This design comes from an exercise in tuning for small area, a short achievable clock period and few clock cycles per item on the open sky130 flow, not from production work. At most, simulation tests tie the RTL to the original design; equivalence was not proved.

Design pv_perturb_observe_mppt, start of the top module:
module pv_perturb_observe_mppt (
	input  logic        clk,
	input  logic        arst_n,
	input  logic        sample_valid,
	output logic        sample_ready,
	input  logic [1:0]  sample_action,
	input  logic [14:0] sample_pv_voltage,
	input  logic [14:0] sample_pv_current,
	input  logic [14:0] sample_charge_current,
	input  logic        sample_pause,
	output logic        result_valid,
	input  logic        result_ready,
	output logic [14:0] result_voltage_ref,
	output logic        result_evaluated,
	output logic        result_forced_pulldown,
	input  logic        cfg_valid,
	output logic        cfg_ready,
	input  logic [2:0]  cfg_index,
	input  logic [15:0] cfg_data
);
clock: 11.5 ns
lec_check: 0
cap_margin: 20
core_margin: 2
core_utilization: 40
cts_buf_list: sky130_fd_sc_hd__clkbuf_4 sky130_fd_sc_hd__clkbuf_8
slew_margin: 20
standard.sh (not shown) runs the stock make flow with config.mk's settings and CLKGATE_MAP_FILE= SYNTH_SCRIPT=/design/flow/synth_recipe.tcl, a recipe that flattens the netlist after the stock synthesis.
==> flow/flow/run.sh <==
#!/bin/bash
# Standard ORFS layout (the standard.sh), with extra make settings read from
# flow/knobs.txt: the timing repair aims for extra setup slack and the port buffers use a
# plain buffer cell. The clock period and all constraints stay the design's.
set -euo pipefail
mapfile -t KNOBS < <(grep -v '^#' flow/knobs.txt | grep .)
bash standard.sh "${KNOBS[@]}" finish > flow_standard.log 2>&1
==> flow/flow/knobs.txt <==
SETUP_SLACK_MARGIN=7
BUFFER_PORTS_ARGS=-buffer_cell sky130_fd_sc_hd__buf_2
The baseline produced a clean layout.
==> next run, changes <==
CTS_BUF_LIST = not set   (was sky130_fd_sc_hd__clkbuf_4 sky130_fd_sc_hd__clkbuf_8)
Flip-flop and latch count is unchanged.
Design area hardly moves.
Wire length went down by 0.62%.
Count of clock-buffer cells in the layout went down by 40.
Die area is unchanged.
Setup slack gains 0.063 ns.
First-iteration DRC count went up by 1.0%.
Register-to-register slack gains 0.06 ns.
Hold slack hardly moves.
Critical path depth stays the same.
No run of this note included a check of the RTL's function; only the layout flow was run.

========
pv_perturb_observe_mppt, a different RTL version from the one above (not shown whole).
For scale: ~92 I/O pins.
export LEC_CHECK = 0
export CAP_MARGIN = 20
export CORE_MARGIN = 2
export CORE_UTILIZATION = 40
export CTS_BUF_LIST = sky130_fd_sc_hd__clkbuf_8 sky130_fd_sc_hd__clkbuf_16
export CTS_CLUSTER_DIAMETER = 100
export CTS_CLUSTER_SIZE = 30
export SLEW_MARGIN = 20
create_clock -name core_clock -period 11.5 [get_ports {clk}]
==> flow/flow/knobs.txt <==
SETUP_SLACK_MARGIN=7.5
BUFFER_PORTS_ARGS=-buffer_cell sky130_fd_sc_hd__buf_1
Scripts as last shown in full above: flow/flow/run.sh
Testbench counts at the start, summed over its fixed seeds: cycles 12,115, items 12,083.
Next try:
==> flow/flow/knobs.txt (replaced) <==
SETUP_SLACK_MARGIN=7.7
BUFFER_PORTS_ARGS=-buffer_cell sky130_fd_sc_hd__buf_2
Effect: The new run ran to the end with no violations; cell area rose by 1.7%; hold slack degrades by 0.017 ns.
Next try:
==> flow/flow/knobs.txt (replaced) <==
SETUP_SLACK_MARGIN=8
BUFFER_PORTS_ARGS=-buffer_cell sky130_fd_sc_hd__buf_2
- CTS_BUF_LIST: sky130_fd_sc_hd__clkbuf_8 sky130_fd_sc_hd__clkbuf_16 -> not set
- CTS_CLUSTER_DIAMETER: 100 -> not set
- CTS_CLUSTER_SIZE: 30 -> not set
Effect: Setup slack loses 0.074 ns. First-iteration DRC count went up by 12%. Utilization goes up by 3.0 points. Die area stays the same. Register-to-register slack gets worse by 0.07 ns.
Next try:
==> flow/flow/knobs.txt (replaced) <==
SETUP_SLACK_MARGIN=7.5
BUFFER_PORTS_ARGS=-buffer_cell sky130_fd_sc_hd__buf_2
- CORE_UTILIZATION: 40 -> 55
=>
- The new run completed with no timing, DRC or antenna violations
- routed wire length falls by 6.5%
- flip-flop and latch count stays the same
- setup slack gets worse by 0.064 ns
- synthesized area does not change
- non-clock buffer count shrinks by 114
- global-route usage rose by 6.6 points
- utilization came out higher by 13 points
- worst hold slack improved by 0.015 ns
- via count is lower by 3.1%

==> port drivers added, routing unchanged <==
No port has a modelled driver above. Below, the same layouts with a new extraction and two added sets of constraints. Step 1 sets driving cells, clkbuf_16 on the clock port and buf_2 on the other inputs (assumed; they add their load-dependent delay and slew). Step 2 adds t to the input delays and takes it off the output delays; t is the mean of the earliest and latest rising clock arrival at the registers after step 1. Input paths then give back, and output paths get back, about the clock's delay inside the block. Slacks: no drivers / after step 1 / after step 2; pairs: no drivers / after step 1.
run | t (ns) | setup WS [ns] | worst setup path after step 2 | latest minus earliest clock arrival (ns) | worst slew at a driven data input, ns
the first run of note 1 | 0.715 | 7.356 / 7.356 / 7.356 | register to register | 0.065 / 0.065 | 0.05
the second run of note 1 | 0.659 | 7.419 / 7.419 / 7.419 | register to register | 0.057 / 0.057 | 0.05
the first run of note 2 | 0.644 | 7.560 / 7.560 / 7.330 | input to register | 0.034 / 0.034 | 0.05
the second run of note 2 | 0.638 | 7.694 / 7.694 / 7.439 | input to register | 0.072 / 0.072 | 0.04
the third run of note 2 | 0.643 | 7.620 / 7.620 / 7.466 | input to register | 0.055 / 0.055 | 0.05
the fourth run of note 2 | 0.626 | 7.556 / 7.556 / 7.295 | input to register | 0.021 / 0.020 | 0.04
After both steps every run listed still meets setup and hold. For the fourth run of note 2, which loses most, drivers alone change the setup slack by 0.000 ns; drivers and shift together by -0.261 ns.
